This is an optimization exercise on Yosys and OpenROAD, whose aim is small area and a short achievable clock period, not a production implementation.
Function was checked by simulation only, so behaviour that the tests miss may differ from the original.
No activity file was given, so power comes from the tool's default toggle rates.

### flow/run.sh
#!/bin/bash
# synth_recipe.tcl (not shown) runs the flow's synth.tcl, then flattens the netlist and writes it again
# the make line also repeats each setting of config.mk as NAME=value (left out here)
make -C /OpenROAD-flow-scripts/flow DESIGN_CONFIG=/design/flow/config.mk WORK_HOME=/design/flow/orfs CLKGATE_MAP_FILE= SYNTH_SCRIPT=/design/flow/synth_recipe.tcl finish
### flow/design.v
package rv_pkg;
    typedef logic [32-1:0]        xlen_t;        
    typedef logic [32-1:0]        instr_t;       
    typedef logic [5-1:0]  reg_addr_t;    
    typedef logic [16-1:0] dmem_addr_t;   
    typedef enum logic [2:0] {
        alu_add,
        alu_sub,
        alu_and,
        alu_or,
        alu_xor
    } alu_op_e;
    typedef enum logic [1:0] {
        mem_none,
        mem_load,
        mem_store
    } mem_op_e;
    typedef enum logic [2:0] {
        w_word,
        w_half,
        w_half_u,
        w_byte,
        w_byte_u
    } width_e;
endpackage
`timescale 1ns/1ns
module rv_core_top (
    input  logic        clk,
    input  logic        rst_n,
    input  logic        halt,
    output logic [31:0] imem_addr,
    input  logic [31:0] imem_data,
    output logic        dmem_read_wrn,
    output logic [15:0] dmem_addr,
    output logic [31:0] dmem_wdata,
    input  logic [31:0] dmem_rdata,
    output logic        instr_retired,
    output logic        breakpoint_fired,
    output logic        finish_exec
);
    localparam logic [2:0] C_NONE  = 3'b000;    
    localparam logic [2:0] C_OTHER = 3'b001;    
    localparam logic [2:0] C_FIN   = 3'b010;    
    localparam logic [2:0] C_BRK   = 3'b011;    
    localparam logic [2:0] C_REG   = 3'b100;
    localparam logic [2:0] C_IMM   = 3'b101;
    localparam logic [2:0] C_LOAD  = 3'b110;
    localparam logic [2:0] C_STORE = 3'b111;
    wire run = !halt;
    logic [31:2] pc;
    always_ff @(posedge clk or negedge rst_n) begin
        if (!rst_n)   pc <= '0;
        else if (run) pc <= pc + 30'd1;
    end
    assign imem_addr = {pc, 2'b00};
    logic [2:0] cls_f;
    always_comb begin
        case (imem_data[6:0])
            7'b011_0011: cls_f = C_REG;
            7'b001_0011: cls_f = C_IMM;
            7'b000_0011: cls_f = C_LOAD;
            7'b010_0011: cls_f = C_STORE;
            7'b111_0011: begin
                if (imem_data[14:12] == 3'b000 && imem_data[31:20] == 12'd1)      cls_f = C_BRK;
                else if (imem_data[14:12] == 3'b000 && imem_data[31:20] == 12'd0) cls_f = C_FIN;
                else                                                               cls_f = C_OTHER;
            end
            default:     cls_f = (imem_data == 32'd0) ? C_NONE : C_OTHER;
        endcase
    end
    logic [2:0]  cls_d;
    logic [31:7] ir;
    always_ff @(posedge clk or negedge rst_n) begin
        if (!rst_n)   cls_d <= C_NONE;
        else if (run) cls_d <= cls_f;
    end
    always_ff @(posedge clk) begin
        if (run) ir <= imem_data[31:7];
    end
    logic [31:0] regs [1:31];
    wire [4:0] rs1 = ir[19:15];
    wire [4:0] rs2 = ir[24:20];
    logic [31:0] rs1_data, rs2_data;
    always_comb begin
        rs1_data = '0;
        rs2_data = '0;
        for (int k = 1; k < 32; k++) begin
            rs1_data = rs1_data | ({32{rs1 == k[4:0]}} & regs[k]);
            rs2_data = rs2_data | ({32{rs2 == k[4:0]}} & regs[k]);
        end
    end
    logic [2:0]  cls_e;
    logic [31:0] opa, opr2;
    logic [11:0] imm_e;
    logic [2:0]  f3_e;
    logic [4:0]  rd_e;
    logic        sub_e;
    always_ff @(posedge clk or negedge rst_n) begin
        if (!rst_n)   cls_e <= C_NONE;
        else if (run) cls_e <= cls_d;
    end
    always_ff @(posedge clk) begin
        if (run) begin
            opa   <= rs1_data;
            opr2  <= rs2_data;
            imm_e <= (cls_d == C_STORE) ? {ir[31:25], ir[11:7]} : ir[31:20];
            f3_e  <= ir[14:12];
            rd_e  <= ir[11:7];
            sub_e <= (cls_d == C_REG) && (ir[14:12] == 3'b000) && ir[30];
        end
    end
    wire [31:0] opb  = (cls_e == C_REG) ? opr2 : {{20{imm_e[11]}}, imm_e};
    wire [31:0] sum  = opa + (opb ^ {32{sub_e}}) + {31'd0, sub_e};
    wire [31:0] lgc  = f3_e[1] ? (f3_e[0] ? (opa & opb) : (opa | opb)) : (opa ^ opb);
    wire        use_lgc = (cls_e == C_REG || cls_e == C_IMM) && f3_e[2] && (f3_e[1] || !f3_e[0]);
    wire [31:0] alu_y = use_lgc ? lgc : sum;
    wire        is_mem_e   = (cls_e == C_LOAD) || (cls_e == C_STORE);
    wire        is_store_e = (cls_e == C_STORE);
    logic [31:0] st_ext;
    always_comb begin
        case (f3_e[1:0])
            2'b00:   st_ext = {{24{opr2[7]}}, opr2[7:0]};
            2'b01:   st_ext = {{16{opr2[15]}}, opr2[15:0]};
            default: st_ext = opr2;
        endcase
    end
    logic [2:0]  cls_m;
    logic [31:0] res_m;
    logic [2:0]  f3_m;
    logic [4:0]  rd_m;
    always_ff @(posedge clk or negedge rst_n) begin
        if (!rst_n) begin
            cls_m         <= C_NONE;
            dmem_read_wrn <= 1'b1;
            dmem_addr     <= '0;
            dmem_wdata    <= '0;
        end else if (run) begin
            cls_m         <= cls_e;
            dmem_read_wrn <= !is_store_e;
            dmem_addr     <= is_mem_e ? sum[15:0] : 16'd0;
            dmem_wdata    <= is_store_e ? st_ext : 32'd0;
        end
    end
    always_ff @(posedge clk) begin
        if (run) begin
            res_m <= alu_y;
            f3_m  <= f3_e;
            rd_m  <= rd_e;
        end
    end
    logic [31:0] ld_ext;
    always_comb begin
        case (f3_m)
            3'b000:  ld_ext = {{24{dmem_rdata[7]}}, dmem_rdata[7:0]};
            3'b001:  ld_ext = {{16{dmem_rdata[15]}}, dmem_rdata[15:0]};
            3'b100:  ld_ext = {24'd0, dmem_rdata[7:0]};
            3'b101:  ld_ext = {16'd0, dmem_rdata[15:0]};
            default: ld_ext = dmem_rdata;
        endcase
    end
    wire        we_m    = (cls_m == C_REG) || (cls_m == C_IMM) || (cls_m == C_LOAD);
    wire [31:0] wdata_m = (cls_m == C_LOAD) ? ld_ext : res_m;
    for (genvar k = 1; k < 32; k++) begin : g_rf
        always_ff @(posedge clk) begin
            if (we_m && rd_m == k) regs[k] <= wdata_m;
        end
    end
    always_ff @(posedge clk or negedge rst_n) begin
        if (!rst_n) begin
            instr_retired    <= 1'b0;
            breakpoint_fired <= 1'b0;
            finish_exec      <= 1'b0;
        end else if (run) begin
            instr_retired    <= (cls_m != C_NONE);
            breakpoint_fired <= (cls_m == C_BRK);
            finish_exec      <= (cls_m == C_FIN);
        end
    end
endmodule
### flow/config.mk
export PLATFORM = sky130hd
export DESIGN_NAME = rv_core_top
export DESIGN_NICKNAME = rv_core_top
export VERILOG_FILES = /design/flow/design.v
export SDC_FILE = /design/flow/constraint.sdc
export NUM_CORES = 4
export LEC_CHECK = 0
export CAP_MARGIN = 20
export CORE_MARGIN = 2
export CORE_UTILIZATION = 45
export PLACE_DENSITY = 0.6
export SLEW_MARGIN = 20
### flow/constraint.sdc
create_clock -name core_clock -period 5.0 [get_ports {clk}]
set_input_delay 1.0000 -clock core_clock [delete_from_list [all_inputs] [get_ports {clk}]]
set_output_delay 1.0000 -clock core_clock [all_outputs]
set_load 0.01 [all_outputs]
==> notes.md <==
* Post-detail-place hpwl at around 140 mm
* Global-route wire length before repair at 325.9 mm
* Largest family of logic cells by synthesized area: compound AO/OA/AOI/OAI gates
* Multiplexer share of the synthesized area at less than 1%
* Post-synth EDFFs at approximately 1.1k
* Cell area after synthesis at ~54000 um^2
* Count leader, synth: edfxtp_1
* Worst Setup Slack, final at 0.5390 ns
* Crit-path cells: nor3b_4, buf_4, mux2i_1, xnor2_1, ha_1, nand4_1, nor3_1, buf_4, nand4_1, o311ai_2, o21ai_2, o21ai_1, a31oi_1, xor2_1, o21ai_1
* Total negative slack at 0 ns
* Commonest cells post-synth: edfxtp_1, a22oi_1, clkbuf_1
* Die Ht at approximately 350 um
* Multi-input gate area at approximately 17000 um^2
* Synth-to-Final Area Change at 16.89%
* Status: timing/DRC/antenna clean
* Num CTS Buffers at 130
* Synth Warn # at 2
* CP max stage cell: dfrtp_1
* Vias at 43.24k
* CP Launch Type: register
* Fmax at between 200 and 250 MHz
* Share of cells above drive strength 1 at between 10 and 15%
* Number of distinct library cells after synthesis at 65
* Max-slew violation count at 0
* Fin area at around 63000 um^2
* Adder-Cell Fraction of Synth Area at under 10%
* RSZ-0062 raised after global routing: false
* Number of global-route vias before repair at 40.05k
* Vias per cell at 7.643
* Data required, critical path at 5.46 ns
* DRC errors left at 0
* Crit Path Category: register to register
* Root buffer cell: clkbuf_16
* Number of cell rows at 126
* Period minus WS final at around 4.5 ns
* Buf/Inv on CP at 2
* Clock Path Buffers at 3
* Seq/Total Area, Yosys at roughly two thirds
* Post-synth ARST share at under 10%
* Fill cells at roughly 9.7k
* Initial Util at 45.32%
* Sequential cell area at 36570 um^2
* Worst-margin pin slew at 1.291 ns
* Clock-pin slew on the worst setup and hold paths at approximately 0.060 ns
* ANT nets after route at 0
* Worst EP arrival at slightly below 5 ns
* RePlAce Congestion at about 0.97
* Mapped Cells at 3794
* Placed cell area at 58290 um^2
* Gr usage total at about two fifths
* DP Worst Slack at approximately 0.15 ns
* Boundary pin count at ~150
* Synth top area share at 64.07%
* Synth Area in XOR/XNOR at 1.440%
* Maxcap violations at 0
* Peak supply drop at between 0.0002 and 0.0003 V
* Largest net degree at the start of global routing at 88
* Final count of hold timing violations at 0
* Area fraction in compound gates after synthesis at between 10% and 20%
* Router iterations before antenna repair at 14
* Port Buffers at about 150
* Final Skew at roughly 0.034 ns
* Largest area contributor in the netlist: edfxtp_1
* H-tree depth at 4
* Initial antenna violation count at 15
* Fin crit share at 89.22%
* #FFs+latches synth at about 1.2k
* Hold WC Path Type: input pin to async pin
* Core Box Area at ~120000 um^2
* Slew headroom at a little over an eighth
* CP peak stage delay at roughly 0.47 ns
* Count of final setup violators at 0
* Clock latency (worst-skew pair) at 0.76 ns
* Top FF cell, synth: edfxtp_1
* Die area at around 120000 um^2
* Syn avg cell area at between 10 and 15 um^2
* 1st-iter DRT viols at 10.71k
* Pwr dens at approximately 400 nW/um^2
* Die X at between 300 and 400 um
* Simple-gate share of the synthesized area at about 7%
* Clock sinks at ~1.2k
* Synth top area cells: edfxtp_1, a22oi_1, dfrtp_1
* Nets at about 4.2k
* Crit Path Max Fanout at 11
* CTS tree: yes
* Post-Route WL at between 200 and 250 mm
* WL/cell at roughly 43 um
* LEAKAGE at 20.94 nW
* Remaining Overflow, GRT at 0
* Kind of end point of the critical path: register
* Delay-heaviest family, CP: compound AO/OA/AOI/OAI gates
## cell type report
type,instances,area share (%)
diodes,23,0.09200
clock buffers,161,5.590
clock inverters,72,1.060
inverters,79,0.4860
multi-input cells,2231,26.49
flip-flops and latches,1233,58.46
well taps,1536,3.072
repair buffers,323,4.752
## per-layer routing
layer | routed length (um) | vias up | GRT usage [%]
met5 | 133 | - | 0.1601
met4 | 19790 | 16 | 24.30
met3 | 42250 | 1389 | 18.11
met2 | 99700 | 4844 | 55.44
met1 | 80260 | 20920 | 47.81
li1 | - | 16080 | -
## cell families (layout without fill, tap and decap cells)
family | count (synthesis) | after routing
AOI/OAI and AO/OA | 1250 | 1250
other | 1 | 25
adders and majority gates | 96 | 96
muxes | 39 | 39
DFF | 1233 | 1233
and+or+nand+nor | 756 | 756
xor gates and xnor gates | 88 | 88
buffers and inverters | 331 | 635
## power breakdown
| part | internal (mW) | leakage [nW] | total, mW | switching (mW) |
|---|---|---|---|---|
| sequential | 12.2 | 11.6 | 12.5 | 0.222 |
| combinational | 0.909 | 7.27 | 3.25 | 2.35 |
| clock | 5.58 | 2.04 | 9.70 | 4.12 |
| total | 18.7 | 20.9 | 25.4 | 6.69 |
## worst paths after layout
path | depth (start not counted) | start | endpoint | slack, ns
min in group core_clock | 0 | rd_e[4] | rd_m[4] | 0.42
setup / recovery | 15 | cls_e[1] | res_m[29] | 0.54
setup reg to reg | 15 | cls_e[1] | res_m[29] | 0.54
max in group asynchronous | 2 | rst_n | dmem_wdata[23] | 3.74
hold / removal | 1 | rst_n | pc[21] | 0.33
hold reg to reg | 0 | rd_e[4] | rd_m[4] | 0.42
## metrics by stage
stage                     instances  power, mW  hold WS, ns  utilization [%]
final                          5658      25.42       0.3282            52.98
after global routing           5636      25.93       0.3933            52.94
after CTS                      5634      25.18       0.3406            52.88
after detailed placement       5401      15.70       0.4045            49.36
after global placement         5399      15.66       0.4013            49.32
after floorplan                3795      14.19       0.4003                -
## layout by cell type (no fill, tap or decap), types with 23 or more instances in the layout
master | Yosys | final
nor2_4 | 0 | 94
xor2_1 | 23 | 23
nor2_1 | 156 | 61
diode_2 | 0 | 23
buf_4 | 2 | 161
clkbuf_16 | 0 | 136
a22oi_1 | 612 | 612
dfrtp_1 | 90 | 90
a222oi_1 | 64 | 64
a22o_1 | 172 | 172
or4_1 | 51 | 51
ha_1 | 95 | 95
o211ai_1 | 26 | 26
a221oi_1 | 143 | 143
nand2_1 | 177 | 174
xnor2_1 | 65 | 65
clkinv_2 | 0 | 23
inv_1 | 77 | 77
clkdlybuf4s50_1 | 0 | 146
nand4_1 | 101 | 101
nand3_1 | 170 | 170
edfxtp_1 | 1142 | 1142
clkinv_1 | 1 | 28
a21oi_1 | 70 | 54
clkbuf_1 | 235 | 25
o21ai_0 | 95 | 94
## worst register-to-register path, delay by kind of cell, from the launching register on
| family | cells | cell delay [ns] |
|---|---|---|
| flops | 1 | 0.47 |
| xor+xnor | 2 | 0.27 |
| simple gates | 4 | 0.88 |
| mux | 1 | 0.42 |
| fa+ha+maj | 1 | 0.45 |
| buf+inv | 2 | 0.47 |
| compound gates | 5 | 1.20 |
## timing repair
| item | in CTS | in global routing |
|---|---|---|
| endpoints found under the setup margin | 0 | 3 |
| resized for setup | 0 | 2 |
| hold buffers | 0 | 0 |
| buffers inserted | 0 | 0 |
## state kept, by name, indices dropped and copies added (netlist names), 3 cells and up
signal      cells
f3_e            3
imm_e          12
dmem_addr      16
ir             25
pc             30
rd_m            5
cls_m           3
cls_e           3
opr2           32
rd_e            5
f3_m            3
dmem_wdata     32
cls_d           3
res_m          32
regs          992
opa            32

## re-timing with driven ports
Ports are ideal in the flow. The routed layout listed here was re-timed in OpenROAD.
Step 1 sets driving cells, clkbuf_16 on the clock port and buf_2 on the other inputs (assumed; they add their load-dependent delay and slew).
Step 2 also shifts input and output timing later by t, the mid clock arrival at the registers, as if the neighbouring blocks saw the same clock.
a / b / c = ideal / step 1 / step 2; a / b = the first two.
t (ns): 0.824
setup slack, ns: 0.539 / 0.539 / 0.539
hold WS [ns]: 0.328 / 0.277 / 0.423
latest minus earliest clock arrival (ns): 0.034 / 0.034
worst register clock-pin slew, ns: 0.07 / 0.07
After both steps setup and hold are still met in this run. The setup slack of this run moves by 0.000 ns with the drivers and by 0.000 ns with both steps.
